From an optimization exercise on the open Yosys and OpenROAD flow, aimed at small area; shortcuts taken in it are not production practice.
Function was checked by simulation only, so behaviour that the tests miss may differ from the original.

==> flow/design.v <==
package neuron_pkg;
    typedef logic [15:0] potential_t;
    typedef logic [15:0] count_t;
    typedef logic [7:0] reg_addr_t;
    typedef logic [31:0] reg_data_t;
    typedef enum logic [2:0] {
        FIELD_POTENTIAL = 3'd0,   
        FIELD_THRESHOLD = 3'd1,
        FIELD_LEAK      = 3'd2,
        FIELD_STIMULUS  = 3'd3,
        FIELD_COUNT     = 3'd4    
    } field_e;
    localparam reg_addr_t STATUS_ADDR = 8'h80;
    localparam potential_t THRESHOLD_RESET = 16'h0100;
endpackage
package access_pkg;
    typedef enum logic [1:0] {
        OP_NONE  = 2'd0,
        OP_READ  = 2'd1,
        OP_WRITE = 2'd2
    } access_op_e;
    typedef enum logic [1:0] {
        ST_IDLE   = 2'd0,
        ST_ACCESS = 2'd1,   
        ST_DONE   = 2'd2    
    } access_state_e;
    typedef struct packed {
        access_op_e op;
        logic [7:0]  addr;    
        logic [31:0] wdata;   
    } bank_req_t;
    localparam int BANK_REQ_W = 2 + 8 + 32;
endpackage
`timescale 1ns/1ps
module access_fsm (
    input  logic        cpu_clk,
    input  logic        rst_n,
    input  logic [7:0]  node_select,
    input  logic [7:0]  addr,
    input  logic        write_en,
    input  logic        read_en,
    input  logic [15:0] write_data,
    input  logic [15:0] rd_word,      
    output logic        acc,          
    output logic        done,         
    output logic        op_w,         
    output logic [1:0]  bank,
    output logic [1:0]  nrn,
    output logic [2:0]  code,
    output logic [15:0] dreg,
    output logic [31:0] read_data,
    output logic        ready,
    output logic        acc_next,     
    output logic [2:0]  code_in       
);
    logic idle;
    assign idle = ~acc & ~done;
    assign acc_next = idle & (write_en | read_en);
    always_ff @(posedge cpu_clk or negedge rst_n) begin
        if (!rst_n) begin
            acc  <= 1'b0;
            done <= 1'b0;
        end else begin
            acc  <= acc_next;
            done <= acc;
        end
    end
    always_comb begin
        if (node_select[7:2] != 6'd0)             code_in = 3'd7;
        else if (addr == 8'h80)                   code_in = 3'd5;
        else if (addr[7:5] != 3'd0 || addr[2:0] > 3'd4) code_in = 3'd7;
        else                                      code_in = addr[2:0];
    end
    always_ff @(posedge cpu_clk) begin
        if (!acc) begin
            op_w <= write_en;
            bank <= node_select[1:0];
            nrn  <= addr[4:3];
            code <= code_in;
        end
        dreg <= acc ? rd_word : write_data;
    end
    assign ready     = done;
    assign read_data = {16'd0, dreg & {16{done & ~op_w}}};
endmodule
`timescale 1ns/1ps
module tick_timer (
    input  logic cpu_clk,
    input  logic rst_n,
    output logic tick,
    output logic tick_d
);
    logic [3:0] cnt;
    always_ff @(posedge cpu_clk or negedge rst_n) begin
        if (!rst_n) begin
            cnt    <= '0;
            tick   <= 1'b0;
            tick_d <= 1'b0;
        end else begin
            cnt    <= cnt + 1'b1;
            tick   <= (cnt == 4'd15);
            tick_d <= tick;
        end
    end
endmodule
`timescale 1ns/1ps
module neuron_unit (
    input  logic        cpu_clk,
    input  logic        we_th,
    input  logic        we_l,
    input  logic        we_s,
    input  logic [15:0] th_d,
    input  logic [15:0] l_d,
    input  logic [15:0] s_d,
    input  logic        commit,       
    input  logic [15:0] p_new,
    input  logic [15:0] c_new,
    output logic [15:0] potential,
    output logic [15:0] threshold,
    output logic [15:0] leak,
    output logic [15:0] stimulus,
    output logic [15:0] spike_count
);
    always_ff @(posedge cpu_clk) begin
        if (commit) begin
            potential   <= p_new;
            spike_count <= c_new;
        end
        if (we_th) threshold <= th_d;
        if (we_l)  leak <= l_d;
        if (we_s)  stimulus <= s_d;
    end
endmodule
`timescale 1ns/1ps
module neuron_bank (
    input  logic        cpu_clk,
    input  logic        rst_n,
    input  logic        tick,
    input  logic        tick_d,
    input  logic        acc,
    input  logic        done,
    input  logic        op_w,
    input  logic        nxt_acc,      
    input  logic [2:0]  nxt_tgt,      
    input  logic        hit,          
    input  logic        bsel,         
    input  logic [1:0]  nrn,
    input  logic [2:0]  code,
    input  logic [15:0] wd,
    output logic [15:0] rd,
    output logic [1:0]  interrupt
);
    localparam int N = 8;
    logic [15:0] p [N];
    logic [15:0] th [N];
    logic [15:0] l [N];
    logic [15:0] s [N];
    logic [15:0] c [N];
    logic [N-1:0] pend;
    logic [N-1:0] fnext;
    logic [N-1:0] rst_f;
    logic [N-1:0] job;
    logic         upd_wr;    
    logic [3:0]  status [2];
    logic        tgt_acc, wr_nrn, tgt_done, eager, do_commit, pend_sel, rs_sel, job_sel, fwd;
    logic        wr_th, wr_l, wr_s;
    logic [15:0] th_d, l_d, s_d;
    logic [2:0]  tgt, rr_sel, sel_next;
    assign tgt      = {bsel, nrn};
    assign tgt_acc  = acc & hit & (code <= 3'd4);
    assign wr_nrn   = op_w & (code == 3'd1 || code == 3'd2 || code == 3'd3);
    assign tgt_done = done & hit & wr_nrn & upd_wr;
    assign eager    = tgt_acc & tick & wr_nrn;
    assign job = pend | rst_f;
    logic [N-1:0] soh, pend_nx, rst_f_nx, job_nx;
    logic         upd_nx;
    always_comb begin
        rr_sel = 3'd7;
        for (int i = N - 1; i >= 0; i--) begin
            if (job_nx[i]) rr_sel = 3'(i);
        end
    end
    assign job_nx   = pend_nx | rst_f_nx;
    assign upd_nx   = tgt_acc & wr_nrn & do_commit;
    assign sel_next = nxt_acc ? nxt_tgt : (upd_nx ? tgt : rr_sel);
    logic [2:0] sel_q;
    always_ff @(posedge cpu_clk or negedge rst_n) begin
        if (!rst_n) sel_q <= '0;
        else        sel_q <= sel_next;
    end
    assign soh = N'(1) << sel_q;
    assign pend_sel  = |(pend & soh);
    assign rs_sel    = |(rst_f & soh);
    assign job_sel   = pend_sel | rs_sel;
    assign do_commit = ~tgt_done & (job_sel | eager);
    assign fwd       = tgt_acc & wr_nrn & ~job_sel & ~tick;
    assign wr_th = acc & op_w & hit & (code == 3'd1);
    assign wr_l  = acc & op_w & hit & (code == 3'd2);
    assign wr_s  = acc & op_w & hit & (code == 3'd3);
    assign th_d  = wr_th ? wd : 16'h0100;
    assign l_d   = wr_l  ? wd : 16'd0;
    assign s_d   = wr_s  ? wd : 16'd0;
    logic [N-1:0] sohv;
    logic [15:0]  pm, lm, sm_in, thm, cm;
    logic         fwd_th, fwd_l, fwd_s;
    assign fwd_th = fwd & (code == 3'd1);
    assign fwd_l  = fwd & (code == 3'd2);
    assign fwd_s  = fwd & (code == 3'd3);
    for (genvar i = 0; i < N; i++) begin : g_soh
        assign sohv[i] = soh[i] & ~rst_f[i];    
    end
    always_comb begin
        pm    = '0;
        cm    = '0;
        lm    = wd & {16{fwd_l}};
        sm_in = wd & {16{fwd_s}};
        thm   = (wd & {16{fwd_th}}) | {7'd0, rs_sel, 8'd0};
        for (int i = 0; i < N; i++) begin
            pm    = pm    | (p[i]  & {16{sohv[i]}});
            cm    = cm    | (c[i]  & {16{sohv[i]}});
            lm    = lm    | (l[i]  & {16{sohv[i] & ~fwd_l}});
            sm_in = sm_in | (s[i]  & {16{sohv[i] & ~fwd_s}});
            thm   = thm   | (th[i] & {16{sohv[i] & ~fwd_th}});
        end
    end
    logic [16:0] diff, sum;
    logic [15:0] leaked, integ, p_new, c_new, c_inc;
    logic        fire, th0;
    assign diff   = {1'b0, pm} - {1'b0, lm};
    assign leaked = diff[16] ? 16'd0 : diff[15:0];     
    assign sum    = {1'b0, leaked} + {1'b0, sm_in};
    assign integ  = sum[16] ? 16'hFFFF : sum[15:0];   
    assign fire   = (integ >= thm);
    assign th0    = (thm == 16'd0);
    assign p_new  = fire ? 16'd0 : integ;
    logic [16:0] ic;
    assign ic[0] = 1'b1;
    for (genvar i = 0; i < 16; i++) begin : g_inc
        assign c_inc[i] = cm[i] ^ ic[i];
        assign ic[i+1]  = cm[i] & ic[i];
    end
    assign c_new  = fire ? c_inc : cm;
    for (genvar i = 0; i < N; i++) begin : g_neuron
        logic commit, me, sweep;
        assign commit = do_commit & soh[i];
        assign me     = (tgt == 3'(i));
        assign sweep  = commit & rst_f[i];
        assign rst_f_nx[i] = rst_f[i] & ~commit;
        assign pend_nx[i]  = tick ? ~(commit & ~pend[i]) : (pend[i] & ~commit);
        neuron_unit u_neuron (
            .cpu_clk     (cpu_clk),
            .we_th       ((wr_th & me) | sweep),
            .we_l        ((wr_l & me) | sweep),
            .we_s        ((wr_s & me) | commit),
            .th_d        (th_d),
            .l_d         (l_d),
            .s_d         (s_d),
            .commit      (commit),
            .p_new       (p_new),
            .c_new       (c_new),
            .potential   (p[i]),
            .threshold   (th[i]),
            .leak        (l[i]),
            .stimulus    (s[i]),
            .spike_count (c[i])
        );
        always_ff @(posedge cpu_clk or negedge rst_n) begin
            if (!rst_n) begin
                pend[i]  <= 1'b0;
                fnext[i] <= 1'b0;
                rst_f[i] <= 1'b1;
            end else begin
                rst_f[i] <= rst_f_nx[i];
                pend[i]  <= pend_nx[i];
                if (commit)                   fnext[i] <= fire & (eager | th0);
                else if (soh[i] & (tgt_done | fwd)) fnext[i] <= fire;
            end
        end
    end
    always_ff @(posedge cpu_clk) begin
        upd_wr <= upd_nx;
    end
    always_comb begin
        case (code)
            3'd0:    rd = pend_sel ? p_new : pm;    
            3'd1:    rd = thm;
            3'd2:    rd = lm;
            3'd3:    rd = pend_sel ? 16'd0 : sm_in;
            3'd4:    rd = pend_sel ? c_new : cm;
            3'd5:    rd = {12'd0, status[bsel]};
            default: rd = '0;
        endcase
    end
    for (genvar b = 0; b < 2; b++) begin : g_status
        logic [3:0] clr;
        assign clr = (acc && op_w && hit && bsel == 1'(b) && code == 3'd5) ? wd[3:0] : 4'd0;
        always_ff @(posedge cpu_clk or negedge rst_n) begin
            if (!rst_n) status[b] <= '0;
            else        status[b] <= (status[b] & ~clr) | (tick_d ? fnext[b*4 +: 4] : 4'd0);
        end
        assign interrupt[b] = |status[b];
    end
endmodule
`timescale 1ns/1ps
module spike_array_top (
    input  logic        cpu_clk,
    input  logic        rst_n,
    input  logic [7:0]  ext_node_select,
    input  logic [7:0]  ext_addr,
    input  logic        ext_write_en,
    input  logic        ext_read_en,
    input  logic [31:0] ext_write_data,
    output logic [31:0] ext_read_data,
    output logic        ext_ready,
    output logic [3:0]  node_interrupts
);
    logic        tick, tick_d;
    logic        acc, done, op_w, acc_next;
    logic [2:0]  code_in;
    logic [1:0]  bank, nrn;
    logic [2:0]  code;
    logic [15:0] dreg;
    logic [15:0] rd [2];
    access_fsm u_access (
        .cpu_clk     (cpu_clk),
        .rst_n       (rst_n),
        .node_select (ext_node_select),
        .addr        (ext_addr),
        .write_en    (ext_write_en),
        .read_en     (ext_read_en),
        .write_data  (ext_write_data[15:0]),
        .rd_word     (rd[bank[1]]),
        .acc         (acc),
        .done        (done),
        .op_w        (op_w),
        .bank        (bank),
        .nrn         (nrn),
        .code        (code),
        .dreg        (dreg),
        .read_data   (ext_read_data),
        .ready       (ext_ready),
        .acc_next    (acc_next),
        .code_in     (code_in)
    );
    tick_timer u_timer (
        .cpu_clk (cpu_clk),
        .rst_n   (rst_n),
        .tick    (tick),
        .tick_d  (tick_d)
    );
    for (genvar n = 0; n < 2; n++) begin : g_node
        neuron_bank u_bank (
            .cpu_clk   (cpu_clk),
            .rst_n     (rst_n),
            .tick      (tick),
            .tick_d    (tick_d),
            .acc       (acc),
            .done      (done),
            .op_w      (op_w),
            .nxt_acc   (acc_next && ext_node_select[1] == 1'(n) && code_in <= 3'd4),
            .nxt_tgt   ({ext_node_select[0], ext_addr[4:3]}),
            .hit       (bank[1] == 1'(n)),
            .bsel      (bank[0]),
            .nrn       (nrn),
            .code      (code),
            .wd        (dreg),
            .rd        (rd[n]),
            .interrupt (node_interrupts[2*n +: 2])
        );
    end
endmodule
export LEC_CHECK = 0
export CAP_MARGIN = 20
export CORE_MARGIN = 2
export CORE_UTILIZATION = 65
export CTS_CLUSTER_DIAMETER = 100
export CTS_CLUSTER_SIZE = 30
export SLEW_MARGIN = 20
create_clock -name core_clock -period 12.0 [get_ports {cpu_clk}]
run.sh (not shown) runs the stock make flow with config.mk's settings and CLKGATE_MAP_FILE= SYNTH_SCRIPT=/design/flow/synth_recipe.tcl, a recipe that flattens the netlist after the stock synthesis.
The starting point finished with timing, DRC and antenna clean.
Next try:
--- a/flow/design.v
+++ b/flow/design.v
@@ -231,16 +231,11 @@
     assign sum    = {1'b0, leaked} + {1'b0, sm_in};
     assign integ  = sum[16] ? 16'hFFFF : sum[15:0];   
     assign fire   = (integ >= thm);
     assign th0    = (thm == 16'd0);
     assign p_new  = fire ? 16'd0 : integ;
-    logic [16:0] ic;
-    assign ic[0] = 1'b1;
-    for (genvar i = 0; i < 16; i++) begin : g_inc
-        assign c_inc[i] = cm[i] ^ ic[i];
-        assign ic[i+1]  = cm[i] & ic[i];
-    end
+    assign c_inc  = cm + 16'd1;
     assign c_new  = fire ? c_inc : cm;
     for (genvar i = 0; i < N; i++) begin : g_neuron
         logic commit, me, sweep;
         assign commit = do_commit & soh[i];
         assign me     = (tgt == 3'(i));
Maximum frequency is about the same.
Synthesized area grows by 1.6%.
Design area grows by 1.4%.
Via count grows by 1.9%.
First-iteration DRC count shrinks by 1.1%.
Synthesized cell count grows by 3.4%.
Wire length grows by 1.1%.

==> separate check: timing with driven ports <==
The results above use ideal ports. As a check the final layouts listed here were re-extracted and re-timed, cells and wires unchanged. Step 1: set_driving_cell puts a clkbuf_16 on cpu_clk and a buf_2 on each other input, an assumption about the parent block. Step 2 adds t to the input delays and takes it off the output delays; t is the mean of the earliest and latest rising clock arrival at the registers after step 1. Input paths then give back, and output paths get back, about the clock's delay inside the block. a / b / c = no drivers / after step 1 / after step 2; a / b = the first two.
run	t (ns)	setup slack, ns	hold WS [ns]	worst setup path at the end	worst register clock-pin slew, ns
the first run	0.764	0.536 / 0.536 / 0.536	0.477 / 0.477 / 0.477	register to register	0.12 / 0.12
the second run	0.764	0.513 / 0.513 / 0.513	0.464 / 0.464 / 0.464	register to register	0.12 / 0.12
After both steps setup and hold are still met in every run listed.
